Source: an optimization exercise on an open RTL-to-GDS flow (aim: small area, a short achievable clock period and few clock cycles per item). Production flows keep margins and buffers that such runs may drop. The RTL was checked by simulation tests, not by an equivalence proof against the original design.

==> flow/constraint.sdc <==
create_clock -name core_clock -period 10.0 [get_ports {clk}]
set_input_delay 2.0000 -clock core_clock [delete_from_list [all_inputs] [get_ports {clk}]]
set_output_delay 2.0000 -clock core_clock [all_outputs]
set_load 0.01 [all_outputs]
==> flow/design.v <==
package rfa_pkg;
    localparam int U_W   = 32;      
    localparam int V_W   = 32;      
    localparam int NUM_W = 33;      
    localparam int DEN_W = 32;      
    localparam int SH    = 4;       
    localparam logic [2:0] OP_ADD = 3'd0;
    localparam logic [2:0] OP_SUB = 3'd1;
    localparam logic [2:0] OP_MUL = 3'd2;
    localparam logic [2:0] OP_DIV = 3'd3;
    localparam logic [2:0] OP_CMP = 3'd4;
    typedef enum logic [2:0] {
        S_IDLE,
        S_MUL1,
        S_MUL2,
        S_MUL3,
        S_MUL4,
        S_GCD
    } state_t;
endpackage
module rfa_ctrl (
    input  logic              clk,
    input  logic              rst_n,
    input  logic              in_valid,
    output logic              in_stall,
    output logic              out_valid,
    input  logic              out_stall,
    input  logic              is_fault,
    input  logic              is_cmp,
    input  logic              is_muldiv,
    input  logic              gcd_done,
    output rfa_pkg::state_t   state,
    output logic              slot_free
);
    localparam rfa_pkg::state_t S_IDLE = rfa_pkg::S_IDLE;
    localparam rfa_pkg::state_t S_MUL1 = rfa_pkg::S_MUL1;
    localparam rfa_pkg::state_t S_MUL2 = rfa_pkg::S_MUL2;
    localparam rfa_pkg::state_t S_MUL3 = rfa_pkg::S_MUL3;
    localparam rfa_pkg::state_t S_MUL4 = rfa_pkg::S_MUL4;
    localparam rfa_pkg::state_t S_GCD  = rfa_pkg::S_GCD;
    rfa_pkg::state_t state_reg, state_next;
    logic            ov_reg, finish;
    assign slot_free = !ov_reg || !out_stall;
    always_comb
    begin
        state_next = state_reg;
        finish     = 1'b0;
        unique case (state_reg)
            S_IDLE:
                if (in_valid) state_next = S_MUL1;
            S_MUL1:
                if (slot_free)
                begin
                    if (is_fault)
                    begin
                        finish     = 1'b1;
                        state_next = S_IDLE;
                    end
                    else
                    begin
                        state_next = S_MUL2;
                    end
                end
            S_MUL2:
                state_next = S_MUL3;
            S_MUL3:
                state_next = is_muldiv ? S_GCD : S_MUL4;
            S_MUL4:
                if (is_cmp)
                begin
                    finish     = 1'b1;
                    state_next = S_IDLE;
                end
                else
                begin
                    state_next = S_GCD;
                end
            S_GCD:
                if (gcd_done)
                begin
                    finish     = 1'b1;
                    state_next = S_IDLE;
                end
            default:
                state_next = S_IDLE;
        endcase
    end
    always_ff @(posedge clk or negedge rst_n)
    begin
        if (!rst_n)
        begin
            state_reg <= S_IDLE;
            ov_reg    <= 1'b0;
        end
        else
        begin
            state_reg <= state_next;
            if (finish)
                ov_reg <= 1'b1;
            else if (!out_stall)
                ov_reg <= 1'b0;
        end
    end
    assign state     = state_reg;
    assign in_stall  = (state_reg != S_IDLE);
    assign out_valid = ov_reg;
endmodule
module rfa_datapath (
    input  logic                 clk,
    input  rfa_pkg::state_t      state,
    input  logic                 slot_free,
    input  logic [2:0]           in_op,
    input  logic [15:0]          in_num_a,
    input  logic [15:0]          in_den_a,
    input  logic [15:0]          in_num_b,
    input  logic [15:0]          in_den_b,
    output logic                 is_fault,
    output logic                 is_cmp,
    output logic                 is_muldiv,
    output logic                 gcd_done,
    output logic [32:0]          out_num,
    output logic [30:0]          out_den,
    output logic                 out_less,
    output logic                 out_equal,
    output logic                 out_fault
);
    localparam int U_W   = rfa_pkg::U_W;
    localparam int V_W   = rfa_pkg::V_W;
    localparam int NUM_W = rfa_pkg::NUM_W;
    localparam int DEN_W = rfa_pkg::DEN_W;
    localparam int SH    = rfa_pkg::SH;
    localparam int SH_W  = $clog2(SH + 1);
    localparam logic [2:0] OP_ADD = rfa_pkg::OP_ADD;
    localparam logic [2:0] OP_SUB = rfa_pkg::OP_SUB;
    localparam logic [2:0] OP_MUL = rfa_pkg::OP_MUL;
    localparam logic [2:0] OP_DIV = rfa_pkg::OP_DIV;
    localparam logic [2:0] OP_CMP = rfa_pkg::OP_CMP;
    localparam rfa_pkg::state_t S_IDLE = rfa_pkg::S_IDLE;
    localparam rfa_pkg::state_t S_MUL1 = rfa_pkg::S_MUL1;
    localparam rfa_pkg::state_t S_MUL2 = rfa_pkg::S_MUL2;
    localparam rfa_pkg::state_t S_MUL3 = rfa_pkg::S_MUL3;
    localparam rfa_pkg::state_t S_MUL4 = rfa_pkg::S_MUL4;
    localparam rfa_pkg::state_t S_GCD  = rfa_pkg::S_GCD;
    logic             fault_r, cmp_r, muldiv_r, mul_r, div_r, sub_r;
    logic             sna_r, sda_r, snb_r, sdb_r;
    logic [U_W-1:0]   u;
    logic [V_W-1:0]   v;
    logic [NUM_W-1:0] m00, m01;
    logic [DEN_W-1:0] m10, m11;
    logic             less_r, equal_r, flt_r;
    logic [15:0]      mx, my;
    logic             mneg, sgn_d;
    logic [NUM_W-1:0] ps, pc;
    always_comb
    begin
        sgn_d = sda_r ^ sdb_r;
        if (state == S_MUL1)
        begin
            mx   = u[15:0];
            my   = mul_r ? u[31:16] : m10[15:0];
            mneg = muldiv_r ? (sna_r ^ (mul_r ? snb_r : sdb_r)) : sgn_d;
        end
        else if (state == S_MUL2 && (muldiv_r ? div_r : 1'b1))
        begin
            mx   = m10[31:16];
            my   = u[31:16];
            mneg = div_r ? (sda_r ^ snb_r) : (sgn_d ^ !(sub_r || cmp_r));
        end
        else
        begin
            mx   = m10[31:16];
            my   = m10[15:0];
            mneg = sgn_d;
        end
    end
    rfa_booth_mul u_mul (
        .x   (mx),
        .y   (my),
        .neg (mneg),
        .s   (ps),
        .c   (pc)
    );
    logic             comb_mode, ue, ve;
    logic [U_W:0]     d_uv, d_vu;
    logic [NUM_W-1:0] sum0;
    logic [DEN_W-1:0] sum1;
    logic             u_ge_v, u_eq_v, u_zero;
    always_comb
    begin
        comb_mode = (state == S_MUL4);
        ue     = comb_mode & u[U_W-1];
        ve     = comb_mode & v[V_W-1];
        d_uv   = {ue, u} - {ve, v};
        d_vu   = {ve, v} - {ue, u};
        u_ge_v = !d_uv[U_W];
        u_eq_v = (u == v);
        u_zero = (u == '0);
        sum0   = m00 + m01;
        sum1   = m10 + m11;
    end
    logic             u_odd, v_odd;
    logic [SH:0]      t_low;
    logic [SH_W-1:0]  sh_u, sh_v, sh_t, sh_c;
    logic [U_W-1:0]   u_step;
    logic [V_W-1:0]   v_step;
    logic [NUM_W-1:0] m00_step, m01_step;
    logic [DEN_W-1:0] m10_step, m11_step;
    function automatic logic [SH_W-1:0] tz(input logic [SH:0] w);
        tz = SH_W'(SH);
        for (int i = SH - 1; i >= 0; i--)
            if (w[i]) tz = SH_W'(i);
    endfunction
    always_comb
    begin
        u_odd = u[0];
        v_odd = v[0];
        t_low = u[SH:0] - v[SH:0];
        sh_u  = tz(u[SH:0]);
        sh_v  = tz(v[SH:0]);
        sh_t  = tz(t_low);
        sh_c  = (sh_u < sh_v) ? sh_u : sh_v;
        u_step   = u;
        v_step   = v;
        m00_step = m00;
        m01_step = m01;
        m10_step = m10;
        m11_step = m11;
        if (!u_odd && !v_odd)
        begin
            u_step = u >> sh_c;
            v_step = v >> sh_c;
        end
        else if (!u_odd)
        begin
            u_step   = u >> sh_u;
            m00_step = m00 << sh_u;
            m10_step = m10 << sh_u;
        end
        else if (!v_odd)
        begin
            v_step   = v >> sh_v;
            m01_step = m01 << sh_v;
            m11_step = m11 << sh_v;
        end
        else if (u_ge_v)
        begin
            u_step   = d_uv[U_W-1:0] >> sh_t;
            m00_step = m00 << sh_t;
            m10_step = m10 << sh_t;
            m01_step = sum0;
            m11_step = sum1;
        end
        else
        begin
            v_step   = d_vu[V_W-1:0] >> sh_t;
            m01_step = m01 << sh_t;
            m11_step = m11 << sh_t;
            m00_step = sum0;
            m10_step = sum1;
        end
    end
    assign gcd_done = u_zero || (u_odd && v_odd && u_eq_v);
    logic fault_in;
    always_comb
    begin
        fault_in = (in_den_a == '0) || (in_den_b == '0) || (in_op > OP_CMP)
                   || ((in_op == OP_DIV) && (in_num_b == '0));
    end
    logic init_m, neg_res;
    always_comb
    begin
        unique case (state)
            S_MUL1:  init_m = fault_r && slot_free;
            S_MUL3:  init_m = muldiv_r;
            S_MUL4:  init_m = 1'b1;
            default: init_m = 1'b0;
        endcase
        neg_res = muldiv_r ? (sna_r ^ snb_r ^ sda_r ^ sdb_r) : d_uv[U_W];
    end
    always_ff @(posedge clk)
    begin
        unique case (state)
            S_IDLE:
            begin
                fault_r  <= fault_in;
                cmp_r    <= (in_op == OP_CMP);
                muldiv_r <= (in_op == OP_MUL) || (in_op == OP_DIV);
                mul_r    <= (in_op == OP_MUL);
                div_r    <= (in_op == OP_DIV);
                sub_r    <= (in_op == OP_SUB);
                sna_r    <= in_num_a[15];
                sda_r    <= in_den_a[15];
                snb_r    <= in_num_b[15];
                sdb_r    <= in_den_b[15];
                u        <= {in_num_b, in_num_a};
                m10      <= {in_den_a, in_den_b};
            end
            S_MUL1:
            begin
                if (slot_free)
                begin
                    m00 <= ps;
                    m01 <= pc;
                end
            end
            S_MUL2:
            begin
                u   <= U_W'(sum0);
                m00 <= ps;
                m01 <= pc;
            end
            S_MUL3:
            begin
                v   <= V_W'(sum0);
                m00 <= ps;
                m01 <= pc;
            end
            S_MUL4:
            begin
                u <= u_ge_v ? d_uv[U_W-1:0] : d_vu[U_W-1:0];
                v <= V_W'(sum0);
            end
            S_GCD:
            begin
                u   <= u_step;
                v   <= v_step;
                m00 <= m00_step;
                m01 <= m01_step;
                m10 <= m10_step;
                m11 <= m11_step;
            end
            default: ;
        endcase
        if (init_m)
        begin
            m00     <= neg_res ? '1 : NUM_W'(1);
            m01     <= '0;
            m10     <= '0;
            m11     <= DEN_W'(!fault_r && !cmp_r);
            less_r  <= !fault_r && cmp_r && d_uv[U_W];
            equal_r <= !fault_r && cmp_r && u_eq_v;
            flt_r   <= fault_r;
        end
    end
    assign is_fault  = fault_r;
    assign is_cmp    = cmp_r;
    assign is_muldiv = muldiv_r;
    assign out_num   = m01;
    assign out_den   = m11[30:0];
    assign out_less  = less_r;
    assign out_equal = equal_r;
    assign out_fault = flt_r;
endmodule
module rfa_booth_mul (
    input  logic [15:0] x,
    input  logic [15:0] y,
    input  logic        neg,
    output logic [32:0] s,
    output logic [32:0] c
);
    localparam int W = 33;
    logic [17:0]  xe;
    logic [16:0]  y_ext;
    logic [W-1:0] rows [0:8];
    logic [7:0]   dn;
    logic [W-1:0] a0, b0, a1, b1, a2, b2, c0, d0, c1, d1, e0, f0;
    localparam logic [W-1:0] K_ROW = W'(-(64'h0002_0000 + 64'h0008_0000 + 64'h0020_0000
                                          + 64'h0080_0000 + 64'h0200_0000 + 64'h0800_0000
                                          + 64'h2000_0000 + 64'h8000_0000));
    assign xe    = {{2{x[15]}}, x};
    assign y_ext = {y, 1'b0};
    for (genvar i = 0; i < 8; i++)
    begin : g_pp
        logic        b2, b1, b0, one, two;
        logic [17:0] pp;
        assign b2    = y_ext[2*i+2];
        assign b1    = y_ext[2*i+1];
        assign b0    = y_ext[2*i];
        assign one   = b1 ^ b0;
        assign two   = (b2 & !b1 & !b0) | (!b2 & b1 & b0);
        assign dn[i] = b2 ^ neg;
        assign pp    = (({18{one}} & xe) | ({18{two}} & {xe[16:0], 1'b0})) ^ {18{dn[i]}};
        assign rows[i] = W'({!pp[17], pp[16:0]}) << (2 * i);
    end
    always_comb
    begin
        rows[8] = K_ROW;
        for (int i = 0; i < 8; i++)
            rows[8][2*i] = dn[i];
    end
    function automatic logic [W-1:0] fa_s(input logic [W-1:0] p, input logic [W-1:0] q,
                                          input logic [W-1:0] r);
        fa_s = p ^ q ^ r;
    endfunction
    function automatic logic [W-1:0] fa_c(input logic [W-1:0] p, input logic [W-1:0] q,
                                          input logic [W-1:0] r);
        fa_c = ((p & q) | (p & r) | (q & r)) << 1;
    endfunction
    assign a0 = fa_s(rows[0], rows[1], rows[2]);
    assign b0 = fa_c(rows[0], rows[1], rows[2]);
    assign a1 = fa_s(rows[3], rows[4], rows[5]);
    assign b1 = fa_c(rows[3], rows[4], rows[5]);
    assign a2 = fa_s(rows[6], rows[7], rows[8]);
    assign b2 = fa_c(rows[6], rows[7], rows[8]);
    assign c0 = fa_s(a0, b0, a1);
    assign d0 = fa_c(a0, b0, a1);
    assign c1 = fa_s(b1, a2, b2);
    assign d1 = fa_c(b1, a2, b2);
    assign e0 = fa_s(c0, d0, c1);
    assign f0 = fa_c(c0, d0, c1);
    assign s  = fa_s(e0, f0, d1);
    assign c  = fa_c(e0, f0, d1);
endmodule
module rational_fraction_alu (
    input  logic        clk,
    input  logic        rst_n,
    input  logic        in_valid,
    output logic        in_stall,
    input  logic [2:0]  in_op,
    input  logic [15:0] in_num_a,
    input  logic [15:0] in_den_a,
    input  logic [15:0] in_num_b,
    input  logic [15:0] in_den_b,
    output logic        out_valid,
    input  logic        out_stall,
    output logic [32:0] out_num,
    output logic [30:0] out_den,
    output logic        out_less,
    output logic        out_equal,
    output logic        out_fault
);
    rfa_pkg::state_t state;
    logic            slot_free;
    logic            is_fault, is_cmp, is_muldiv, gcd_done;
    rfa_ctrl u_ctrl (
        .clk       (clk),
        .rst_n     (rst_n),
        .in_valid  (in_valid),
        .in_stall  (in_stall),
        .out_valid (out_valid),
        .out_stall (out_stall),
        .is_fault  (is_fault),
        .is_cmp    (is_cmp),
        .is_muldiv (is_muldiv),
        .gcd_done  (gcd_done),
        .state     (state),
        .slot_free (slot_free)
    );
    rfa_datapath u_datapath (
        .clk       (clk),
        .state     (state),
        .slot_free (slot_free),
        .in_op     (in_op),
        .in_num_a  (in_num_a),
        .in_den_a  (in_den_a),
        .in_num_b  (in_num_b),
        .in_den_b  (in_den_b),
        .is_fault  (is_fault),
        .is_cmp    (is_cmp),
        .is_muldiv (is_muldiv),
        .gcd_done  (gcd_done),
        .out_num   (out_num),
        .out_den   (out_den),
        .out_less  (out_less),
        .out_equal (out_equal),
        .out_fault (out_fault)
    );
endmodule
==> flow/config.mk <==
export PLATFORM = sky130hd
export DESIGN_NAME = rational_fraction_alu
export DESIGN_NICKNAME = rational_fraction_alu
export VERILOG_FILES = /design/flow/design.v
export SDC_FILE = /design/flow/constraint.sdc
export NUM_CORES = 4
export LEC_CHECK = 0
export CAP_MARGIN = 20
export CORE_MARGIN = 2
export CORE_UTILIZATION = 40
export PLACE_DENSITY = 0.6
export SLEW_MARGIN = 20
==> flow/run.sh <==
#!/bin/bash
# synth_recipe.tcl (not shown) runs the flow's synth.tcl, then flattens the netlist and writes it again
# the make line also repeats each setting of config.mk as NAME=value (left out here)
make -C /OpenROAD-flow-scripts/flow DESIGN_CONFIG=/design/flow/config.mk WORK_HOME=/design/flow/orfs CLKGATE_MAP_FILE= SYNTH_SCRIPT=/design/flow/synth_recipe.tcl finish
==> reports/results.ini, run 1 <==
[clock_network]
path_clk_slew_ps=60
cts_hold_buf=0
cts.path.max_buffers=3
cts_setup_buffers=0
cts_tree=done
cts_resized=0
htreeDepth=1
numCtsBuffers=31
numClockSinks=211
clock_latency_ps=670
ctsRootBufferMaster=clkbuf_16

[timing]
post-route-period-util_pct=68.2
period_needed_ps=6820
worstMarginPinSlew_ps=1330
fmax_mhz=147
setup_viol=0
hold_violations=0
slew_headroom_pct=9.22
rsz0062_at_grt=no
finalMaxSlewViolations=0
timing.final.ws_setup_ps=3180
fin_tns_setup_ps=0
skew_ps=43.5

[global_route]
grt_overflow=0
antenna_found_initial=14
grt_pass1_wl_um=309000
grt_max_degree=132
grt_pass1_vias=42700
grtUsageTotal_pct=40.7

[outcome]
status=finished clean

[hold_path]
hold_class=flip-flop to flip-flop
hold_path_depth=2

[logic_synthesis]
syn_nets=5627
yosys_register_bits=211
synth_area_per_cell_um2=7.52
yosys.area.top_type=mux2i_1
yosysSeqAreaShare_pct=14.3
synth-main-ff-cell=edfxtp_1
synth.area.top_cells=mux2i_1 14%, edfxtp_1 11%, nand2_1 6.7%
synthArstFlopShare_pct=1.90
syn_inst=5278
yosys.area.top_type_share_pct=14.2
ys_types=95
syn_area_um2=39700
yosys_warnings=4
synth_edf_count=142

[cells_and_area]
nFillCells=10200
num-nets-final=5466
mostFrequentLayoutCells=702 x nand2_1, 563 x mux2i_1, 445 x a21oi_1
area_growth_pct=8.69
final_area_um2=43200
multi_input_area_um2=31400
reg_top3=u_datapath.m00 x33, u_datapath.m01 x33
mostFrequentLayoutCell=nand2_1
drive_gt1_share_pct=7.49
regArea_um2=5670

[worst_setup_path]
cp-end-kind=flip-flop
critPathLaunchType=flip-flop
crit_path_max_fanout=32
cp_data_arrival_time_ps=7220
ff2ff_path_depth=18
setup.worst_path.class=flip-flop to flip-flop
required_ps=10400

[floorplan]
core_um2=98400
design.die.area_um2=102000
die_h_um=319
rows=115
die_x_um=319
start_util_pct=40.3
boundaryPins=140

[route]
drc_errors=0
ant_nets=0
initialDrtViolationCount=7257
dr.pass1.iters=9
wirelength_um=217000
viasPerCell=7.08
routedWlPerCell_um=33.7
vias=45500

[placed_design]
gp_congestion=1.04
placed_area_um2=42100
dp_slack_ps=3330
io_buffers=139
dp_hpwl_um=160000

[run]
max_cap_viol_count=0

routing by layer:
metal  part of all wire (%)  vias to the layer above  GRT usage (%)
met5                  0.043                        -              0
met4                    8.3                       16           28.1
met3                     14                      853           12.2
met2                     40                     3668           58.5
met1                     38                    21800           52.1
li1                       -                    19200              -
kinds of logic (layout without fill, tap and decap cells):
| family | count (synthesis) | after routing | share of synthesized area, % |
|---|---|---|---|
| muxes | 652 | 652 | 17.6 |
| buffers and inverters | 714 | 577 | 7.44 |
| and+or+nand+nor | 1474 | 1474 | 16.3 |
| xor gates and xnor gates | 292 | 292 | 6.56 |
| other | 0 | 6 | 0 |
| AOI/OAI and AO/OA | 1657 | 1657 | 27.3 |
| DFF | 211 | 211 | 14.3 |
| adders and majority gates | 278 | 278 | 10.5 |
cells in the mapped netlist, types with 92 or more instances:
cell type / instances
fa_1: 92
a22oi_1: 108
edfxtp_1: 142
mux2i_1: 565
xor2_1: 110
xnor2_1: 177
nand2_1: 705
o211ai_1: 93
clkbuf_1: 297
ha_1: 186
a21oi_1: 446
inv_1: 221
nor2_1: 329
nand3_1: 119
o21ai_0: 309
metrics by stage:
stage	utilization, %	hold slack, ps	std cells
2_1_floorplan	-	534	5278
3_3_place_gp	42.8	610	6371
3_5_place_dp	42.8	610	6371
4_1_cts	43.8	620	6428
5_1_grt	43.8	636	6429
6_report	43.8	635	6434
layout make-up:
type	count	area share, %
multi-input cells	4353	72.7
flip-flops and latches	211	13.1
repair buffers	291	6.04
well taps	1287	3.73
inverters	229	1.99
clock buffers	38	1.88
clock inverters	19	0.444
diodes	6	0.0348
worst paths after layout:
kind | start | to | slack, ps
worst max-delay path | u_ctrl.state_reg[0]$_DFFE_PN0P_ | u_datapath.m00[14]$_DFFE_PP_ | 3180
worst max register to register | u_ctrl.state_reg[0]$_DFFE_PN0P_ | u_datapath.m00[14]$_DFFE_PP_ | 3180
worst min-delay path | u_datapath.m01[3]$_SDFFE_PP0P_ | u_datapath.m01[3]$_SDFFE_PP0P_ | 640
min in group asynchronous | rst_n | u_ctrl.state_reg[0]$_DFFE_PN0P_ | 1600
max in group asynchronous | rst_n | u_ctrl.ov_reg$_DFFE_PN0P_ | 8160
worst min register to register | u_datapath.m01[3]$_SDFFE_PP0P_ | u_datapath.m01[3]$_SDFFE_PP0P_ | 640
critical path, cell delays in order, from the launching register on:
cell	delay, ps
dfrtp_1	820
nor2b_1	400
and2_1	180
buf_4	390
a21boi_4	90
buf_4	270
mux2i_1	640
xnor2_1	320
clkinv_1	670
xnor2_1	360
fa_1	550
inv_1	50
fa_1	450
fa_1	490
inv_1	50
fa_1	430
nand2_1	80
o211ai_1	90
a21o_1	190
Testbench counts, summed over its fixed seeds: cycles 75,733, items 4,800.
==> inputs of run 2 (changes only) <==
--- a/flow/design.v
+++ b/flow/design.v
@@ -146,7 +146,8 @@
     logic [U_W-1:0]   u;
     logic [V_W-1:0]   v;
     logic [NUM_W-1:0] m00, m01;
-    logic [DEN_W-1:0] m10, m11;
+    logic [31:0]      m10;
+    logic [30:0]      m11;
     logic             less_r, equal_r, flt_r;
     logic [15:0]      mx, my;
     logic             mneg, sgn_d;
@@ -183,7 +184,7 @@
     logic             comb_mode, ue, ve;
     logic [U_W:0]     d_uv, d_vu;
     logic [NUM_W-1:0] sum0;
-    logic [DEN_W-1:0] sum1;
+    logic [30:0]      sum1;
     logic             u_ge_v, u_eq_v, u_zero;
     always_comb
     begin
@@ -196,15 +197,16 @@
         u_eq_v = (u == v);
         u_zero = (u == '0);
         sum0   = m00 + m01;
-        sum1   = m10 + m11;
+        sum1   = m10[30:0] + m11;
     end
-    logic             u_odd, v_odd;
+    logic             u_odd, v_odd, both_even, u_even, v_even, sub_u, sub_v;
     logic [SH:0]      t_low;
-    logic [SH_W-1:0]  sh_u, sh_v, sh_t, sh_c;
-    logic [U_W-1:0]   u_step;
-    logic [V_W-1:0]   v_step;
+    logic [SH_W-1:0]  sh_u, sh_v, sh_t, sh_c, shu, shv, sh0, sh1;
+    logic [U_W-1:0]   u_src, u_shr;
+    logic [V_W-1:0]   v_src, v_shr;
     logic [NUM_W-1:0] m00_step, m01_step;
-    logic [DEN_W-1:0] m10_step, m11_step;
+    logic [31:0]      m10_step;
+    logic [30:0]      m11_step;
     function automatic logic [SH_W-1:0] tz(input logic [SH:0] w);
         tz = SH_W'(SH);
         for (int i = SH - 1; i >= 0; i--)
@@ -212,52 +214,30 @@
     endfunction
     always_comb
     begin
-        u_odd = u[0];
-        v_odd = v[0];
-        t_low = u[SH:0] - v[SH:0];
-        sh_u  = tz(u[SH:0]);
-        sh_v  = tz(v[SH:0]);
-        sh_t  = tz(t_low);
-        sh_c  = (sh_u < sh_v) ? sh_u : sh_v;
-        u_step   = u;
-        v_step   = v;
-        m00_step = m00;
-        m01_step = m01;
-        m10_step = m10;
-        m11_step = m11;
-        if (!u_odd && !v_odd)
-        begin
-            u_step = u >> sh_c;
-            v_step = v >> sh_c;
-        end
-        else if (!u_odd)
-        begin
-            u_step   = u >> sh_u;
-            m00_step = m00 << sh_u;
-            m10_step = m10 << sh_u;
-        end
-        else if (!v_odd)
-        begin
-            v_step   = v >> sh_v;
-            m01_step = m01 << sh_v;
-            m11_step = m11 << sh_v;
-        end
-        else if (u_ge_v)
-        begin
-            u_step   = d_uv[U_W-1:0] >> sh_t;
-            m00_step = m00 << sh_t;
-            m10_step = m10 << sh_t;
-            m01_step = sum0;
-            m11_step = sum1;
-        end
-        else
-        begin
-            v_step   = d_vu[V_W-1:0] >> sh_t;
-            m01_step = m01 << sh_t;
-            m11_step = m11 << sh_t;
-            m00_step = sum0;
-            m10_step = sum1;
-        end
+        u_odd     = u[0];
+        v_odd     = v[0];
+        both_even = !u_odd && !v_odd && !comb_mode;
+        u_even    = !u_odd && v_odd && !comb_mode;
+        v_even    = u_odd && !v_odd && !comb_mode;
+        sub_u     = (u_odd && v_odd || comb_mode) && u_ge_v;
+        sub_v     = (u_odd && v_odd || comb_mode) && !u_ge_v;
+        t_low     = u[SH:0] - v[SH:0];
+        sh_u      = tz(u[SH:0]);
+        sh_v      = tz(v[SH:0]);
+        sh_t      = comb_mode ? '0 : tz(t_low);
+        sh_c      = (sh_u < sh_v) ? sh_u : sh_v;
+        shu = both_even ? sh_c : u_even ? sh_u : sub_u ? sh_t : '0;
+        shv = both_even ? sh_c : v_even ? sh_v : sub_v ? sh_t : '0;
+        sh0 = u_even ? sh_u : sub_u ? sh_t : '0;
+        sh1 = v_even ? sh_v : sub_v ? sh_t : '0;
+        u_src = sub_u ? d_uv[U_W-1:0] : u;
+        v_src = sub_v ? d_vu[V_W-1:0] : v;
+        u_shr = u_src >> shu;
+        v_shr = v_src >> shv;
+        m00_step = sub_v ? sum0 : (m00 << sh0);
+        m10_step = sub_v ? 32'(sum1) : (m10 << sh0);
+        m01_step = sub_u ? sum0 : (m01 << sh1);
+        m11_step = sub_u ? sum1 : (m11 << sh1);
     end
     assign gcd_done = u_zero || (u_odd && v_odd && u_eq_v);
     logic fault_in;
@@ -266,7 +246,7 @@
         fault_in = (in_den_a == '0) || (in_den_b == '0) || (in_op > OP_CMP)
                    || ((in_op == OP_DIV) && (in_num_b == '0));
     end
-    logic init_m, neg_res;
+    logic init_m, arith, neg_md, x_in_v;
     always_comb
     begin
         unique case (state)
@@ -275,7 +255,9 @@
             S_MUL4:  init_m = 1'b1;
             default: init_m = 1'b0;
         endcase
-        neg_res = muldiv_r ? (sna_r ^ snb_r ^ sda_r ^ sdb_r) : d_uv[U_W];
+        arith  = !fault_r && !cmp_r;
+        neg_md = sna_r ^ snb_r ^ sda_r ^ sdb_r;
+        x_in_v = comb_mode && !u_ge_v && arith;
     end
     always_ff @(posedge clk)
     begin
@@ -317,13 +299,13 @@
             end
             S_MUL4:
             begin
-                u <= u_ge_v ? d_uv[U_W-1:0] : d_vu[U_W-1:0];
-                v <= V_W'(sum0);
+                u <= u_ge_v ? u_shr : U_W'(sum0);
+                v <= u_ge_v ? V_W'(sum0) : v_shr;
             end
             S_GCD:
             begin
-                u   <= u_step;
-                v   <= v_step;
+                u   <= u_shr;
+                v   <= v_shr;
                 m00 <= m00_step;
                 m01 <= m01_step;
                 m10 <= m10_step;
@@ -333,10 +315,10 @@
         endcase
         if (init_m)
         begin
-            m00     <= neg_res ? '1 : NUM_W'(1);
-            m01     <= '0;
-            m10     <= '0;
-            m11     <= DEN_W'(!fault_r && !cmp_r);
+            m00     <= (!arith || x_in_v) ? '0 : ((muldiv_r && neg_md) ? '1 : NUM_W'(1));
+            m01     <= x_in_v ? '1 : '0;
+            m10     <= 32'(x_in_v);
+            m11     <= 31'(arith && !x_in_v);
             less_r  <= !fault_r && cmp_r && d_uv[U_W];
             equal_r <= !fault_r && cmp_r && u_eq_v;
             flt_r   <= fault_r;
@@ -346,7 +328,7 @@
     assign is_cmp    = cmp_r;
     assign is_muldiv = muldiv_r;
     assign out_num   = m01;
-    assign out_den   = m11[30:0];
+    assign out_den   = m11;
     assign out_less  = less_r;
     assign out_equal = equal_r;
     assign out_fault = flt_r;
==> run 2 against run 1 <==
  * Sequential share of layout area increased by 4.5 points
  * Still clean on timing, DRC and antenna
  * Critical path depth unchanged
  * Wire length decreased by 42%
  * Cell count down 28%
  * Area after synthesis shrank 23%
  * First-iteration DRC count shrank 53%
==> reports/results.ini, run 2 <==
[clock_network]
cts_tree=done
cts_resized=0
htreeDepth=1
cts.path.max_buffers=3
cts_setup_buffers=0
numClockSinks=210
clock_latency_ps=650
numCtsBuffers=28
path_clk_slew_ps=60
ctsRootBufferMaster=clkbuf_16
cts_hold_buf=0

[outcome]
status=finished clean

[logic_synthesis]
synthArstFlopShare_pct=1.90
synth-main-ff-cell=edfxtp_1
syn_inst=3620
yosysMostFrequentCell=mux2i_1
synth_edf_count=175
yosysSeqAreaShare_pct=19.6
yosys_register_bits=210
synth_area_per_cell_um2=8.43
yosys-top-cells-count=419 x mux2i_1, 291 x nand2_1, 272 x a21oi_1
yosys_warnings=4
yosys.area.top_type_share_pct=17.2
yosys.area.top_type=edfxtp_1
ys_types=93
synth.area.top_cells=edfxtp_1 17%, mux2i_1 14%, ha_1 7.7%
syn_area_um2=30500
syn_nets=3970

[cells_and_area]
reg_top3=u_datapath.m00 x33, u_datapath.m01 x33
regArea_um2=5980
nFillCells=7568
drive_gt1_share_pct=6.70
mostFrequentLayoutCells=416 x mux2i_1, 291 x nand2_1, 268 x a21oi_1
area_growth_pct=10.9
num-nets-final=3970
multi_input_area_um2=22800
mostFrequentLayoutCell=mux2i_1

[worst_setup_path]
cp-end-kind=flip-flop
cp_data_arrival_time_ps=6970
crit_path_max_fanout=18
setup.worst_path.class=flip-flop to flip-flop
required_ps=10280
critPathLaunchType=flip-flop

[timing]
fmax_mhz=150
rsz0062_at_grt=no
timing.final.ws_setup_ps=3310
worstMarginPinSlew_ps=1110
finalMaxSlewViolations=0
period_needed_ps=6690
setup_viol=0
fin_tns_setup_ps=0
hold_violations=0
skew_ps=89.9
post-route-period-util_pct=66.9
slew_headroom_pct=26.1

[route]
ant_nets=0
vias=30200
initialDrtViolationCount=3446
routedWlPerCell_um=27.4
dr.pass1.iters=8
drc_errors=0
wirelength_um=127000
viasPerCell=6.54

[global_route]
grt_pass1_vias=28500
grtUsageTotal_pct=31.2
grt_max_degree=62
grt_pass1_wl_um=187000
grt_overflow=0
antenna_found_initial=4

[placed_design]
dp_slack_ps=3450
dp_hpwl_um=99100
io_buffers=139
gp_congestion=0.981

[hold_path]
hold_class=flip-flop to flip-flop

[floorplan]
start_util_pct=40.3
die_x_um=280
design.die.area_um2=78500
core_um2=75700
die_h_um=280
rows=101
boundaryPins=140

[run]
max_cap_viol_count=0

-- run 2: cell types whose count changed in the layout (fill, tap and decap cells not counted), moves of 19 or more --
cell      delta
nand3_1     -76
nor2_1     -104
o21ai_0    -112
a31oi_1     -68
o211ai_1    -68
edfxtp_1    +33
buf_4       -63
dfxtp_1     -34
mux4_2      -29
nor3_1      -33
a21oi_1    -177
nand2_1    -411
mux2i_1    -147
a211oi_1    -19
-- run 2: layout make-up --
class,count,share of cell area (%)
flip-flops and latches,210,17.7
inverters,226,2.51
clock buffers,31,2.16
clock inverters,19,0.777
multi-input cells,2932,67.3
diodes,3,0.0222
repair buffers,222,5.95
well taps,978,3.62
-- run 2: metal layers --
layer  track usage [%]  wire (um)  up-vias  part of all wire [%]
met5                 0         26        -                 0.021
met4              13.6       6080        4                   4.8
met3              5.52      11700      288                   9.2
met2              47.9      55600     1685                    44
met1              42.9      53300    14800                    42
li1                  -          -    13400                     -
-- run 2: worst paths after layout --
path / from / endpoint / slack [ps] / cells past startpoint
worst min-delay path: u_datapath.m10[30]$_SDFFE_PP0P_ / u_datapath.m10[30]$_SDFFE_PP0P_ / 690 / 2
max in group asynchronous: rst_n / u_ctrl.state_reg[0]$_DFFE_PN0P_ / 8040 / 1
worst max-delay path: u_ctrl.state_reg[1]$_DFFE_PN0P_ / u_datapath.m00[16]$_DFFE_PP_ / 3310 / 18
worst max register to register: u_ctrl.state_reg[1]$_DFFE_PN0P_ / u_datapath.m00[16]$_DFFE_PP_ / 3310 / 18
min in group asynchronous: rst_n / u_ctrl.ov_reg$_DFFE_PN0P_ / 1660 / 1
worst min register to register: u_datapath.m10[30]$_SDFFE_PP0P_ / u_datapath.m10[30]$_SDFFE_PP0P_ / 690 / 2
-- run 2: critical path: stages (launching register included) --
cell      delay [ps]
dfrtp_1          710
nor3b_2          390
o21ai_0          210
or4_1            430
a21oi_1          160
a211oi_1          80
xnor2_1          180
o21ai_4          680
buf_4            400
xor2_4           640
xnor2_1          170
ha_1             310
inv_1             50
fa_1             490
fa_1             550
inv_1             50
fa_1             440
a221oi_1         280
o21ai_1          100
-- run 2: cell families after synthesis --
kind of cell,synth area share [%]
simple gates,11.8
compound gates,24.5
buf+inv,6.60
flops,19.6
xor+xnor,8.40
mux,15.4
fa+ha+maj,13.7
-- run 2: metrics by stage --
stage / instances / area [um2] / utilization (%) / hold slack, ps
after floorplan: 3620 / 30500 / - / 486
after global placement: 4567 / 32800 / 43.3 / 650
after detailed placement: 4567 / 32800 / 43.3 / 660
after CTS: 4617 / 33800 / 44.7 / 674
after global routing: 4618 / 33800 / 44.7 / 671
final: 4621 / 33800 / 44.7 / 695
Testbench counts of run 2, summed over its fixed seeds: cycles 75,733, items 4,800.
==> inputs of run 3 (changes only) <==
--- a/flow/design.v
+++ b/flow/design.v
@@ -150,45 +150,80 @@
     logic [30:0]      m11;
     logic             less_r, equal_r, flt_r;
     logic [15:0]      mx, my;
-    logic             mneg, sgn_d;
+    logic             sgn_d;
     logic [NUM_W-1:0] ps, pc;
+    logic             selx_r;
+    logic             selx_n, sely_n, mneg_n;
+    logic [15:0]      y_n;
+    logic [7:0]       b_one_n, b_two_n, b_neg_n, b_one_r, b_two_r, b_neg_r;
     always_comb
     begin
         sgn_d = sda_r ^ sdb_r;
-        if (state == S_MUL1)
+        mx    = selx_r ? m10[31:16] : u[15:0];
+        selx_n = 1'b1;
+        sely_n = 1'b0;
+        mneg_n = sgn_d;
+        if (state == S_IDLE)
         begin
-            mx   = u[15:0];
-            my   = mul_r ? u[31:16] : m10[15:0];
-            mneg = muldiv_r ? (sna_r ^ (mul_r ? snb_r : sdb_r)) : sgn_d;
+            selx_n = 1'b0;
+            sely_n = (in_op == OP_MUL);
+            if (in_op == OP_MUL)
+                mneg_n = in_num_a[15] ^ in_num_b[15];
+            else if (in_op == OP_DIV)
+                mneg_n = in_num_a[15] ^ in_den_b[15];
+            else
+                mneg_n = in_den_a[15] ^ in_den_b[15];
         end
-        else if (state == S_MUL2 && (muldiv_r ? div_r : 1'b1))
+        else if (state == S_MUL1 && !mul_r)
         begin
-            mx   = m10[31:16];
-            my   = u[31:16];
-            mneg = div_r ? (sda_r ^ snb_r) : (sgn_d ^ !(sub_r || cmp_r));
+            sely_n = 1'b1;
+            mneg_n = div_r ? (sda_r ^ snb_r) : (sgn_d ^ !(sub_r || cmp_r));
         end
+    end
+    always_comb
+    begin
+        if (state == S_IDLE)
+            y_n = (in_op == OP_MUL) ? in_num_b : in_den_b;
         else
+            y_n = sely_n ? u[31:16] : m10[15:0];
+        for (int i = 0; i < 8; i++)
         begin
-            mx   = m10[31:16];
-            my   = m10[15:0];
-            mneg = sgn_d;
+            logic b2, b1, b0;
+            b2 = y_n[2*i+1];
+            b1 = y_n[2*i];
+            b0 = (i == 0) ? 1'b0 : y_n[2*i-1];
+            b_one_n[i] = b1 ^ b0;
+            b_two_n[i] = (b2 & !b1 & !b0) | (!b2 & b1 & b0);
+            b_neg_n[i] = b2 ^ mneg_n;
+        end
+    end
+    always_ff @(posedge clk)
+    begin
+        if (state == S_IDLE || (state == S_MUL1 && slot_free) || state == S_MUL2)
+        begin
+            selx_r  <= selx_n;
+            b_one_r <= b_one_n;
+            b_two_r <= b_two_n;
+            b_neg_r <= b_neg_n;
         end
     end
     rfa_booth_mul u_mul (
         .x   (mx),
-        .y   (my),
-        .neg (mneg),
+        .one (b_one_r),
+        .two (b_two_r),
+        .dn  (b_neg_r),
         .s   (ps),
         .c   (pc)
     );
     logic             comb_mode, ue, ve;
+    always_ff @(posedge clk)
+        comb_mode <= (state == S_MUL3) && !muldiv_r;
     logic [U_W:0]     d_uv, d_vu;
     logic [NUM_W-1:0] sum0;
     logic [30:0]      sum1;
     logic             u_ge_v, u_eq_v, u_zero;
     always_comb
     begin
-        comb_mode = (state == S_MUL4);
         ue     = comb_mode & u[U_W-1];
         ve     = comb_mode & v[V_W-1];
         d_uv   = {ue, u} - {ve, v};
@@ -335,33 +370,24 @@
 endmodule
 module rfa_booth_mul (
     input  logic [15:0] x,
-    input  logic [15:0] y,
-    input  logic        neg,
+    input  logic [7:0]  one,
+    input  logic [7:0]  two,
+    input  logic [7:0]  dn,
     output logic [32:0] s,
     output logic [32:0] c
 );
     localparam int W = 33;
     logic [17:0]  xe;
-    logic [16:0]  y_ext;
     logic [W-1:0] rows [0:8];
-    logic [7:0]   dn;
     logic [W-1:0] a0, b0, a1, b1, a2, b2, c0, d0, c1, d1, e0, f0;
     localparam logic [W-1:0] K_ROW = W'(-(64'h0002_0000 + 64'h0008_0000 + 64'h0020_0000
                                           + 64'h0080_0000 + 64'h0200_0000 + 64'h0800_0000
                                           + 64'h2000_0000 + 64'h8000_0000));
     assign xe    = {{2{x[15]}}, x};
-    assign y_ext = {y, 1'b0};
     for (genvar i = 0; i < 8; i++)
     begin : g_pp
-        logic        b2, b1, b0, one, two;
         logic [17:0] pp;
-        assign b2    = y_ext[2*i+2];
-        assign b1    = y_ext[2*i+1];
-        assign b0    = y_ext[2*i];
-        assign one   = b1 ^ b0;
-        assign two   = (b2 & !b1 & !b0) | (!b2 & b1 & b0);
-        assign dn[i] = b2 ^ neg;
-        assign pp    = (({18{one}} & xe) | ({18{two}} & {xe[16:0], 1'b0})) ^ {18{dn[i]}};
+        assign pp = (({18{one[i]}} & xe) | ({18{two[i]}} & {xe[16:0], 1'b0})) ^ {18{dn[i]}};
         assign rows[i] = W'({!pp[17], pp[16:0]}) << (2 * i);
     end
     always_comb
--- a/flow/config.mk
+++ b/flow/config.mk
@@ -9,4 +9,5 @@
 export CORE_MARGIN = 2
 export CORE_UTILIZATION = 40
 export PLACE_DENSITY = 0.6
+export SETUP_SLACK_MARGIN = 5
 export SLEW_MARGIN = 20
==> run 3 against run 2 <==
  * Critical endpoint is now u_datapath.v[12]$_DFFE_PP_
  * Setup slack gained 1600 ps
  * Critical path type unchanged
  * Flip-flop and latch count up 26
  * Via count grew 5.1%
  * Highest routed layer unchanged
  * Cell area up 3.0%
  * Count of clock-buffer cells in the layout increased by 6
==> reports/results.ini, run 3 <==
[clock_network]
cts_tree=done
numCtsBuffers=31
cts.path.max_buffers=3
ctsRootBufferMaster=clkbuf_16
clock_latency_ps=650
path_clk_slew_ps=60
numClockSinks=236
cts_hold_buf=0
htreeDepth=1

[worst_setup_path]
crit_buf_inv=1
crit_path_max_fanout=23
crit_path_top_delay_cell=edfxtp_1
critPathLaunchType=flip-flop
cp_data_arrival_time_ps=5420
cp-end-kind=flip-flop
required_ps=10380
critPathMaxStageDelay_ps=720
cp_top_family=compound AO/OA/AOI/OAI gates
rr_startpoint=u_datapath.u[29]$_DFFE_PP_
cp_common_cell=a21o_1
startpoint=u_datapath.u[29]$_DFFE_PP_
setup.worst_path.class=flip-flop to flip-flop
path_cells=ha_1 -> a21o_1 -> a21o_1 -> a221o_1 -> a21oi_4 -> a22oi_4 -> buf_12 -> nor2_8 -> mux2i_1 -> mux2i_1 -> mux4_2 -> a21o_1

[hold_path]
hold_class=flip-flop to flip-flop
hp-start=u_datapath.m10[1]$_SDFFE_PP0P_

[timing]
hold_ws_ps=565
worstMarginPinSlew_ps=1280
fmax_mhz=198
fin_tns_setup_ps=0
post-route-period-util_pct=50.4
period_needed_ps=5040
rsz0062_at_grt=yes
skew_ps=34.5
finalMaxSlewViolations=0
hold_violations=0
setup_viol=0
slew_headroom_pct=13.8

[route]
vias=31700
ant_nets=0
viasPerCell=6.68
dr.pass1.iters=9
drc_errors=0
initialDrtViolationCount=3944
routedWlPerCell_um=28.7
wirelength_um=136000

[floorplan]
rows=102
start_util_pct=40.6
die_h_um=285
boundaryPins=140
design.die.area_um2=81100
core_um2=77700
die_x_um=285

[placed_design]
dp_hpwl_um=102000
placed_area_um2=33600
dp.cells=4680
io_buffers=139
gp_congestion=1.03

[logic_synthesis]
yosys-top-cells-count=342 x mux2i_1, 323 x nand2_1, 234 x o21ai_0
syn_inst=3708
ys_types=101
yosysMostFrequentCell=mux2i_1
yosys.area.top_type=edfxtp_1
synth_area_per_cell_um2=8.51
synth_edf_count=200
synth-main-ff-cell=edfxtp_1
yosysSeqAreaShare_pct=21.4
syn_area_um2=31500
yosys_register_bits=236
yosys_warnings=4
synthArstFlopShare_pct=1.69
synth.area.top_cells=edfxtp_1 19%, mux2i_1 11%, ha_1 7.4%
yosys.area.top_type_share_pct=19.0
syn_nets=4060

[cells_and_area]
mostFrequentLayoutCells=342 x mux2i_1, 318 x nand2_1, 232 x o21ai_0
area_growth_pct=10.5
drive_gt1_share_pct=6.93
n_antenna_cell=0
mostFrequentLayoutCell=mux2i_1
final_area_um2=34800
nFillCells=7728
num-nets-final=4044
reg_top3=u_datapath.m00 x33, u_datapath.m01 x33
layout.cells.non_filler=4751

[global_route]
grt_max_degree=73
grtUsageTotal_pct=32.1
antenna_found_initial=2
grt_pass1_vias=29900
grt_overflow=0
grt_pass1_wl_um=199000

[run]
max_cap_viol_count=0

[outcome]
status=finished clean

run 3: layer usage:
layer	vias to the layer above	share of wire [%]	global-route usage, %
li1	13900	-	-
met1	15500	40	44.4
met2	2070	44	50.2
met3	348	12	5.71
met4	4	4.2	11.1
met5	-	0.043	0
run 3: worst paths after layout:
path | to | slack (ps) | cells after the start
min in group asynchronous | u_ctrl.state_reg[2]$_DFFE_PN0P_ | 1570 | 1
max reg2reg | u_datapath.v[12]$_DFFE_PP_ | 4960 | 12
min reg2reg | u_datapath.m10[1]$_SDFFE_PP0P_ | 560 | 2
min | u_datapath.m10[1]$_SDFFE_PP0P_ | 560 | 2
max in group asynchronous | u_ctrl.state_reg[1]$_DFFE_PN0P_ | 8250 | 1
max | u_datapath.v[12]$_DFFE_PP_ | 4960 | 12
run 3: cells by family (layout without fill, tap and decap cells):
logic type,count (synthesis),after routing,synth area share [%]
compound gates,1231,1234,26.6
xor+xnor,258,258,7.16
fa+ha+maj,281,281,13.4
buf+inv,482,481,6.56
flops,236,236,21.4
mux,371,371,12.2
simple gates,849,850,12.7
run 3: layout make-up:
class                           instances  area [um2]  share of cell area (%)
Multi-Input combinational cell       2994       23000                    66.0
Sequential cell                       236        6750                    19.4
Timing Repair Buffer                  223        2100                    6.03
Tap cell                             1040        1300                    3.73
Clock buffer                           37         818                    2.35
Inverter                              206         774                    2.22
Clock inverter                         15         114                   0.327
run 3: worst min-delay path, stage by stage (launching register included):
cell     delay (ps)
dfxtp_1         350
nand3_1          80
a31oi_1          80
run 3: repair_timing:
item                                   CTS  global route
cloned                                   2             2
endpoints found under the hold margin    0             0
setup buffers                            6             9
setup endpoints to repair              144           139
pin swaps                                3             1
gates resized for setup                 21            25
run 3: stage by stage:
step	worst slack [ps]	utilization (%)
after floorplan	5550	-
after global placement	4020	43.2
after detailed placement	4020	43.2
after CTS	4970	44.6
after global routing	4940	44.8
final	4960	44.8
Testbench counts of run 3, summed over its fixed seeds: cycles 75,733, items 4,800.
==> inputs of run 4 (changes only) <==
--- a/flow/design.v
+++ b/flow/design.v
@@ -30,7 +30,8 @@
     input  logic              is_muldiv,
     input  logic              gcd_done,
     output rfa_pkg::state_t   state,
-    output logic              slot_free
+    output logic              slot_free,
+    output logic              take
 );
     localparam rfa_pkg::state_t S_IDLE = rfa_pkg::S_IDLE;
     localparam rfa_pkg::state_t S_MUL1 = rfa_pkg::S_MUL1;
@@ -39,7 +40,7 @@
     localparam rfa_pkg::state_t S_MUL4 = rfa_pkg::S_MUL4;
     localparam rfa_pkg::state_t S_GCD  = rfa_pkg::S_GCD;
     rfa_pkg::state_t state_reg, state_next;
-    logic            ov_reg, finish;
+    logic            ov_reg, finish, can_take;
     assign slot_free = !ov_reg || !out_stall;
     always_comb
     begin
@@ -47,7 +48,7 @@
         finish     = 1'b0;
         unique case (state_reg)
             S_IDLE:
-                if (in_valid) state_next = S_MUL1;
+                state_next = S_IDLE;
             S_MUL1:
                 if (slot_free)
                 begin
@@ -84,6 +85,10 @@
             default:
                 state_next = S_IDLE;
         endcase
+        can_take = (state_reg == S_IDLE) || (finish && state_reg != S_MUL1);
+        take     = in_valid && can_take;
+        if (take)
+            state_next = S_MUL1;
     end
     always_ff @(posedge clk or negedge rst_n)
     begin
@@ -102,13 +107,14 @@
         end
     end
     assign state     = state_reg;
-    assign in_stall  = (state_reg != S_IDLE);
+    assign in_stall  = !can_take;
     assign out_valid = ov_reg;
 endmodule
 module rfa_datapath (
     input  logic                 clk,
     input  rfa_pkg::state_t      state,
     input  logic                 slot_free,
+    input  logic                 take,
     input  logic [2:0]           in_op,
     input  logic [15:0]          in_num_a,
     input  logic [15:0]          in_den_a,
@@ -154,7 +160,6 @@
     logic [NUM_W-1:0] ps, pc;
     logic             selx_r;
     logic             selx_n, sely_n, mneg_n;
-    logic [15:0]      y_n;
     logic [7:0]       b_one_n, b_two_n, b_neg_n, b_one_r, b_two_r, b_neg_r;
     always_comb
     begin
@@ -163,7 +168,7 @@
         selx_n = 1'b1;
         sely_n = 1'b0;
         mneg_n = sgn_d;
-        if (state == S_IDLE)
+        if (take)
         begin
             selx_n = 1'b0;
             sely_n = (in_op == OP_MUL);
@@ -180,26 +185,34 @@
             mneg_n = div_r ? (sda_r ^ snb_r) : (sgn_d ^ !(sub_r || cmp_r));
         end
     end
-    always_comb
-    begin
-        if (state == S_IDLE)
-            y_n = (in_op == OP_MUL) ? in_num_b : in_den_b;
-        else
-            y_n = sely_n ? u[31:16] : m10[15:0];
+    logic [15:0] y_in, y_held;
+    logic [7:0]  in_one, in_two, in_b2, hd_one, hd_two, hd_b2;
+    logic        in_neg;
+    function automatic logic [23:0] booth_enc(input logic [15:0] y);
+        logic [16:0] ye;
+        ye = {y, 1'b0};
         for (int i = 0; i < 8; i++)
         begin
-            logic b2, b1, b0;
-            b2 = y_n[2*i+1];
-            b1 = y_n[2*i];
-            b0 = (i == 0) ? 1'b0 : y_n[2*i-1];
-            b_one_n[i] = b1 ^ b0;
-            b_two_n[i] = (b2 & !b1 & !b0) | (!b2 & b1 & b0);
-            b_neg_n[i] = b2 ^ mneg_n;
+            booth_enc[i]      = ye[2*i+1] ^ ye[2*i];
+            booth_enc[8 + i]  = (ye[2*i+2] & !ye[2*i+1] & !ye[2*i])
+                                | (!ye[2*i+2] & ye[2*i+1] & ye[2*i]);
+            booth_enc[16 + i] = ye[2*i+2];
         end
+    endfunction
+    always_comb
+    begin
+        y_in   = (in_op == OP_MUL) ? in_num_b : in_den_b;
+        y_held = sely_n ? u[31:16] : m10[15:0];
+        {in_b2, in_two, in_one} = booth_enc(y_in);
+        {hd_b2, hd_two, hd_one} = booth_enc(y_held);
+        in_neg  = mneg_n;
+        b_one_n = take ? in_one : hd_one;
+        b_two_n = take ? in_two : hd_two;
+        b_neg_n = (take ? in_b2 : hd_b2) ^ {8{mneg_n}};
     end
     always_ff @(posedge clk)
     begin
-        if (state == S_IDLE || (state == S_MUL1 && slot_free) || state == S_MUL2)
+        if (take || (state == S_MUL1 && slot_free) || state == S_MUL2)
         begin
             selx_r  <= selx_n;
             b_one_r <= b_one_n;
@@ -297,21 +310,6 @@
     always_ff @(posedge clk)
     begin
         unique case (state)
-            S_IDLE:
-            begin
-                fault_r  <= fault_in;
-                cmp_r    <= (in_op == OP_CMP);
-                muldiv_r <= (in_op == OP_MUL) || (in_op == OP_DIV);
-                mul_r    <= (in_op == OP_MUL);
-                div_r    <= (in_op == OP_DIV);
-                sub_r    <= (in_op == OP_SUB);
-                sna_r    <= in_num_a[15];
-                sda_r    <= in_den_a[15];
-                snb_r    <= in_num_b[15];
-                sdb_r    <= in_den_b[15];
-                u        <= {in_num_b, in_num_a};
-                m10      <= {in_den_a, in_den_b};
-            end
             S_MUL1:
             begin
                 if (slot_free)
@@ -352,12 +350,28 @@
         begin
             m00     <= (!arith || x_in_v) ? '0 : ((muldiv_r && neg_md) ? '1 : NUM_W'(1));
             m01     <= x_in_v ? '1 : '0;
-            m10     <= 32'(x_in_v);
             m11     <= 31'(arith && !x_in_v);
             less_r  <= !fault_r && cmp_r && d_uv[U_W];
             equal_r <= !fault_r && cmp_r && u_eq_v;
             flt_r   <= fault_r;
         end
+        if (init_m && state != S_MUL1)
+            m10 <= 32'(x_in_v);
+        if (take)
+        begin
+            fault_r  <= fault_in;
+            cmp_r    <= (in_op == OP_CMP);
+            muldiv_r <= (in_op == OP_MUL) || (in_op == OP_DIV);
+            mul_r    <= (in_op == OP_MUL);
+            div_r    <= (in_op == OP_DIV);
+            sub_r    <= (in_op == OP_SUB);
+            sna_r    <= in_num_a[15];
+            sda_r    <= in_den_a[15];
+            snb_r    <= in_num_b[15];
+            sdb_r    <= in_den_b[15];
+            u        <= {in_num_b, in_num_a};
+            m10      <= {in_den_a, in_den_b};
+        end
     end
     assign is_fault  = fault_r;
     assign is_cmp    = cmp_r;
@@ -438,7 +452,7 @@
     output logic        out_fault
 );
     rfa_pkg::state_t state;
-    logic            slot_free;
+    logic            slot_free, take;
     logic            is_fault, is_cmp, is_muldiv, gcd_done;
     rfa_ctrl u_ctrl (
         .clk       (clk),
@@ -452,12 +466,14 @@
         .is_muldiv (is_muldiv),
         .gcd_done  (gcd_done),
         .state     (state),
-        .slot_free (slot_free)
+        .slot_free (slot_free),
+        .take      (take)
     );
     rfa_datapath u_datapath (
         .clk       (clk),
         .state     (state),
         .slot_free (slot_free),
+        .take      (take),
         .in_op     (in_op),
         .in_num_a  (in_num_a),
         .in_den_a  (in_den_a),
==> run 4 against run 3 <==
  * Cell area increased by 3.3%
  * Still clean
  * Non-clock buffer count grew 45
  * First-iteration DRC count increased by 6.9%
  * Critical path depth down 4
  * Maximum frequency decreased by 0.47%
  * Highest routed layer unchanged
  * Count of clock-buffer cells in the layout is 3 lower
  * Area after synthesis is 0.33% higher
==> reports/results.ini, run 4 <==
[hold_path]
hold_class=flip-flop to flip-flop
hold_path_depth=1
min_to=u_datapath.comb_mode$_DFF_P_
hp-start=u_datapath.muldiv_r$_DFFE_PN_

[cells_and_area]
nFillCells=7809
num-nets-final=4105
area_growth_pct=13.7
mostFrequentLayoutCell=nand2_1
reg_top3=u_datapath.m00 x33, u_datapath.m01 x33
final_area_um2=36000
drive_gt1_share_pct=9.22
mostFrequentLayoutCells=350 x nand2_1, 316 x mux2i_1, 261 x a21oi_1

[floorplan]
start_util_pct=40.3
core_um2=78600
die_x_um=285
die_h_um=285
rows=103
boundaryPins=140
design.die.area_um2=81400

[timing]
rsz0062_at_grt=yes
slew_headroom_pct=16.1
setup_viol=0
post-route-period-util_pct=50.7
fin_tns_setup_ps=0
finalMaxSlewViolations=0
worstMarginPinSlew_ps=1250
hold_violations=0
fmax_mhz=197
hold_ws_ps=661
skew_ps=79.9
period_needed_ps=5070

[worst_setup_path]
r2r-end=u_datapath.v[0]$_DFFE_PP_
setup.worst_path.class=flip-flop to primary output
rr_startpoint=u_datapath.u[17]$_DFFE_PP_
crit_buf_inv=1
critPathMaxStageDelay_ps=540
cp-end-kind=primary output
crit_path_max_fanout=5
r2r_slack_ps=5030
required_ps=8000
path_cells=ha_4 -> nand2_4 -> nor4_4 -> and3_4 -> a31o_4 -> a31oi_4 -> or2_4 -> clkbuf_2
critPathLaunchType=flip-flop
ff2ff_path_depth=15
cp_data_arrival_time_ps=3070
crit_path_top_delay_cell=edfxtp_1
cp_top_family=simple AND/OR/NAND/NOR gates

[logic_synthesis]
yosysSeqAreaShare_pct=22.3
syn_inst=3732
synth_area_per_cell_um2=8.48
synth.area.top_cells=edfxtp_1 22%, mux2i_1 10%, ha_1 7.4%
yosys.area.top_type_share_pct=21.9
synthArstFlopShare_pct=1.69
yosys.area.top_type=edfxtp_1
yosys_register_bits=236
yosysMostFrequentCell=nand2_1
yosys_warnings=4
synth-main-ff-cell=edfxtp_1
yosys-top-cells-count=357 x nand2_1, 324 x mux2i_1, 269 x a21oi_1
syn_area_um2=31600
ys_types=106
syn_nets=4084
synth_edf_count=231

[placed_design]
io_buffers=139
gp_congestion=0.995
dp_hpwl_um=101000
placed_area_um2=33900

[outcome]
status=finished clean

[global_route]
grt_pass1_wl_um=200000
busiest_layer=met2
grt_use_met3_pct=6.23
use_met2_pct=47.5
grtUsageTotal_pct=32.3
use_met1_pct=45.0
antenna_found_initial=1
grt_overflow=0
grt_pass1_vias=30000
grt_max_degree=64

[route]
dr.pass1.iters=6
ant_nets=0
routedWlPerCell_um=28.2
viasPerCell=6.55
vias=31600
initialDrtViolationCount=4215
drc_errors=0
wirelength_um=136000

[clock_network]
htreeDepth=1
cts_hold_buf=0
path_clk_slew_ps=70
cts.path.max_buffers=3
clock_latency_ps=650
ctsRootBufferMaster=clkbuf_16
cts_tree=done
numCtsBuffers=30
numClockSinks=236

[run]
max_cap_viol_count=0

run 4: cell types whose count changed in the layout (fill, tap and decap cells not counted), moves of 26 or more:
cell      delta
a211oi_1    -27
a21oi_1     +38
edfxtp_1    +31
ha_1        -27
nor2_1      +55
ha_4        +28
buf_4       +38
mux2i_1     -26
nand2_1     +32
dfxtp_1     -31
run 4: logic make-up after synthesis:
group                    synth area share [%]
AO/OA/AOI/OAI                            26.1
XOR/XNOR                                 7.75
adder cells (fa/ha/maj)                  13.3
buffers and inverters                    6.33
flip-flops                               22.3
multiplexers                             11.4
AND/OR/NAND/NOR                          12.8
run 4: worst max-delay path by stage:
stage	start	to	slack, ps	cells after the start
after floorplan	out_stall	u_datapath.b_neg_r[0]$_DFFE_PP_	5530	3
final	u_datapath.u[16]$_DFFE_PP_	in_stall	4930	8
after CTS	u_datapath.u[23]$_DFFE_PP_	in_stall	4910	8
after detailed placement	in_op[0]	u_datapath.b_two_r[6]$_DFFE_PP_	3790	9
after global routing	u_datapath.u[0]$_DFFE_PP_	u_datapath.v[0]$_DFFE_PP_	4950	17
after global placement	u_datapath.u[17]$_DFFE_PP_	u_datapath.b_two_r[6]$_DFFE_PP_	3780	15
run 4: cell type report:
| class | instances | area [um2] | share of cell area (%) |
|---|---|---|---|
| clock buffers | 34 | 766 | 2.13 |
| repair buffers | 268 | 2490 | 6.92 |
| clock inverters | 21 | 219 | 0.608 |
| multi-input cells | 3022 | 23400 | 65.0 |
| inverters | 195 | 737 | 2.05 |
| well taps | 1050 | 1310 | 3.65 |
| flip-flops and latches | 236 | 7060 | 19.6 |
| diodes | 1 | 2.50 | 0.00695 |
run 4: metal layers:
metal,routed length (um),vias up
met5,8,-
met4,8120,2
met3,15300,313
met2,57100,1916
met1,55800,15500
li1,-,13900
run 4: timing repair:
action,CTS,global route
resized for setup,98,43
hold endpoints to repair,0,0
setup buffers,39,13
cloned,4,1
pin swaps,22,9
endpoints found under the setup margin,242,131
run 4: stage by stage:
step | std cells | setup WS (ps) | utilization (%)
after CTS | 4812 | 4910 | 45.4
after global placement | 4712 | 3780 | 43.0
after detailed placement | 4714 | 3790 | 43.1
after global routing | 4826 | 4950 | 45.8
final | 4827 | 4930 | 45.8
after floorplan | 3732 | 5530 | -
Testbench counts of run 4, summed over its fixed seeds: cycles 70,941, items 4,800.
==> inputs of run 5 (changes only) <==
--- a/flow/design.v
+++ b/flow/design.v
@@ -235,12 +235,16 @@
     logic [NUM_W-1:0] sum0;
     logic [30:0]      sum1;
     logic             u_ge_v, u_eq_v, u_zero;
+    rfa_sub2 #(.W(U_W + 1)) u_sub (
+        .a    ({ue, u}),
+        .b    ({ve, v}),
+        .d_ab (d_uv),
+        .d_ba (d_vu)
+    );
     always_comb
     begin
         ue     = comb_mode & u[U_W-1];
         ve     = comb_mode & v[V_W-1];
-        d_uv   = {ue, u} - {ve, v};
-        d_vu   = {ve, v} - {ue, u};
         u_ge_v = !d_uv[U_W];
         u_eq_v = (u == v);
         u_zero = (u == '0);
@@ -269,7 +273,7 @@
         v_even    = u_odd && !v_odd && !comb_mode;
         sub_u     = (u_odd && v_odd || comb_mode) && u_ge_v;
         sub_v     = (u_odd && v_odd || comb_mode) && !u_ge_v;
-        t_low     = u[SH:0] - v[SH:0];
+        t_low     = d_uv[SH:0];
         sh_u      = tz(u[SH:0]);
         sh_v      = tz(v[SH:0]);
         sh_t      = comb_mode ? '0 : tz(t_low);
@@ -433,6 +437,43 @@
     assign s  = fa_s(e0, f0, d1);
     assign c  = fa_c(e0, f0, d1);
 endmodule
+module rfa_sub2 #(
+    parameter int W = 33
+) (
+    input  logic [W-1:0] a,
+    input  logic [W-1:0] b,
+    output logic [W-1:0] d_ab,
+    output logic [W-1:0] d_ba
+);
+    localparam int L = $clog2(W);
+    logic [W-1:0] g [0:L];
+    logic [W-1:0] p [0:L];
+    logic [W-1:0] p0;
+    assign p0   = a ^ ~b;
+    assign g[0] = a & ~b;
+    assign p[0] = p0;
+    for (genvar l = 0; l < L; l++)
+    begin : g_lvl
+        for (genvar i = 0; i < W; i++)
+        begin : g_bit
+            if (i >= (1 << l))
+            begin : g_node
+                assign g[l+1][i] = g[l][i] | (p[l][i] & g[l][i-(1<<l)]);
+                assign p[l+1][i] = p[l][i] & p[l][i-(1<<l)];
+            end
+            else
+            begin : g_pass
+                assign g[l+1][i] = g[l][i];
+                assign p[l+1][i] = p[l][i];
+            end
+        end
+    end
+    logic [W-1:0] c0, c1;
+    assign c0 = {g[L][W-2:0], 1'b0};
+    assign c1 = {g[L][W-2:0] | p[L][W-2:0], 1'b1};
+    assign d_ab = p0 ^ c1;
+    assign d_ba = ~(p0 ^ c0);
+endmodule
 module rational_fraction_alu (
     input  logic        clk,
     input  logic        rst_n,
==> run 5 against run 4 <==
  * Count of clock-buffer cells in the layout up 1
  * Die area decreased by 2.8%
  * Global-route usage is 0.17 points higher
  * Flip-flop and latch count did not move
  * Cell area down 2.8%
  * Register-to-register slack better by 110 ps
  * Clock skew decreased by 61 ps
  * Wire length fell by 2.0%
  * Utilization rose by 0.20 points
  * Critical endpoint unchanged
  * Largest cell class unchanged
==> reports/results.ini, run 5 <==
[clock_network]
ctsRootBufferMaster=clkbuf_16
cts_tree=done
numCtsBuffers=31
htreeDepth=1
cts.path.max_buffers=3

[worst_setup_path]
rr_startpoint=u_datapath.v[0]$_DFFE_PP_
r2r-end=u_datapath.u[1]$_DFFE_PP_
path_cells=ha_4 -> nand4_1 -> nor4_4 -> a41o_1 -> a31oi_1 -> nor2_1 -> inv_1 -> clkbuf_2
startpoint=u_datapath.u[6]$_DFFE_PP_
cp-end-kind=primary output
cp-endpoint=in_stall
r2r_slack_ps=5140
cp_data_arrival_time_ps=2930
required_ps=8000
critPathMaxStageDelay_ps=490
ff2ff_path_depth=15
critPathLaunchType=flip-flop
setup.worst_path.class=flip-flop to primary output
crit_path_top_delay_cell=edfxtp_1
crit_path_max_fanout=6

[global_route]
grt_pass1_wl_um=191000
use_met2_pct=48.2
busiest_layer=met2
grt_use_met3_pct=9.93
grt_max_degree=64
use_met1_pct=42.6

[placed_design]
dp_hpwl_um=101000
gp_congestion=1.01
placed_area_um2=32800

[timing]
fmax_mhz=203
skew_ps=19.3
setup_viol=0
rsz0062_at_grt=no
post-route-period-util_pct=49.3
period_needed_ps=4930
fin_tns_setup_ps=0

[logic_synthesis]
yosys_register_bits=236
yosys.area.top_type_share_pct=22.6
synth_edf_count=231
yosys.area.top_type=edfxtp_1
yosys_warnings=7
synth-main-ff-cell=edfxtp_1
synth_area_per_cell_um2=8.74
synth.area.top_cells=edfxtp_1 23%, mux2i_1 11%, ha_1 6.3%

[run]
max_cap_viol_count=0

[route]
initialDrtViolationCount=3734
wirelength_um=134000
routedWlPerCell_um=28.8
ant_nets=0
dr.pass1.iters=6
drc_errors=0

[floorplan]
design.die.area_um2=79100
start_util_pct=40.4
rows=101
core_um2=76100
die_h_um=281
boundaryPins=140

[hold_path]
hp-start=u_datapath.fault_r$_DFFE_PP_
hold_class=flip-flop to flip-flop

[cells_and_area]
layout.cells.non_filler=4630
mostFrequentLayoutCells=337 x mux2i_1, 251 x nand2_1, 231 x edfxtp_1
mostFrequentLayoutCell=mux2i_1
regArea_um2=7060
area_growth_pct=13.8
reg_top3=u_datapath.m00 x33, u_datapath.m01 x33
nFillCells=7442
multi_input_area_um2=22300
num-nets-final=3897

[outcome]
status=finished clean

run 5: area by class of cell:
class	count	area share [%]
Antenna cell	4	0.0286
Clock inverter	17	0.458
Clock buffer	35	2.26
Tap cell	1030	3.68
Multi-Input combinational cell	2845	63.8
Sequential cell	236	20.2
Timing Repair Buffer	300	7.78
Inverter	163	1.76
run 5: critical path: cells and delay by family, from the launching register on:
family / cells / cell delay, ps
buffers and inverters: 2 / 240
adder cells (fa/ha/maj): 1 / 360
AND/OR/NAND/NOR: 3 / 820
AO/OA/AOI/OAI: 2 / 440
flip-flops: 1 / 490
run 5: what timing repair did:
item                                    CTS  global route
setup buffers                            28            57
gates cloned                              1             0
gates resized for setup                  61            48
hold buffers                              0             0
endpoints found under the setup margin  242           196
pin swaps                                 8            16
run 5: through the flow:
| step | utilization (%) | worst slack (ps) |
|---|---|---|
| final | 46.0 | 5070 |
| after global routing | 46.0 | 4990 |
| after CTS | 45.0 | 4870 |
| after detailed placement | 43.1 | 4090 |
| after global placement | 43.1 | 4180 |
| after floorplan | - | 5400 |
run 5: how the worst min path moves through the flow:
stage / to / cells after the start
after global routing: u_datapath.flt_r$_DFFE_PP_ / 0
after floorplan: u_datapath.comb_mode$_DFF_P_ / 1
after detailed placement: u_datapath.flt_r$_DFFE_PP_ / 0
after global placement: u_datapath.flt_r$_DFFE_PP_ / 0
after CTS: u_datapath.flt_r$_DFFE_PP_ / 0
final: u_datapath.flt_r$_DFFE_PP_ / 0
run 5: cells by family after synthesis:
logic type | Yosys count | synth area share (%)
AOI/OAI and AO/OA | 1135 | 25.3
xor gates and xnor gates | 282 | 8.03
muxes | 382 | 12.8
DFF | 236 | 23.0
buffers and inverters | 438 | 6.16
adders and majority gates | 249 | 12.4
and+or+nand+nor | 796 | 12.4
run 5: per-layer routing:
layer | vias to the layer above | wire [um] | part of all wire [%]
met3 | 384 | 16600 | 12
met5 | - | 24 | 0.018
met1 | 14800 | 52600 | 39
met4 | 4 | 8010 | 6.0
met2 | 1948 | 56400 | 42
li1 | 13400 | - | -
Testbench counts of run 5, summed over its fixed seeds: cycles 70,941, items 4,800.

-- separate check: timing with driven ports --
The results above use ideal ports. As a check the final layouts listed here were re-extracted and re-timed, cells and wires unchanged. Step 1: set_driving_cell puts a clkbuf_16 on clk and a buf_2 on each other input, an assumption about the parent block. Step 2, shift: input delay + t, output delay - t, t = (earliest + latest rising clock arrival at the registers) / 2. This alone moves slack from input paths to output paths. Three values: no drivers, after step 1, after step 2; two values: the first two.
| run | t, ns | setup WS [ns] | clock arrival spread, ns |
|---|---|---|---|
| run 1 | 0.719 | 3.176 / 3.176 / 3.176 | 0.043 / 0.044 |
| run 2 | 0.663 | 3.314 / 3.314 / 3.314 | 0.090 / 0.090 |
| run 3 | 0.697 | 4.958 / 4.958 / 4.446 | 0.035 / 0.034 |
| run 4 | 0.670 | 4.934 / 4.873 / 4.520 | 0.080 / 0.080 |
| run 5 | 0.655 | 5.065 / 5.004 / 4.640 | 0.019 / 0.019 |
After both steps setup and hold are still met in every run listed. For run 3, which loses most, drivers alone change the setup slack by 0.000 ns; drivers and shift together by -0.512 ns.
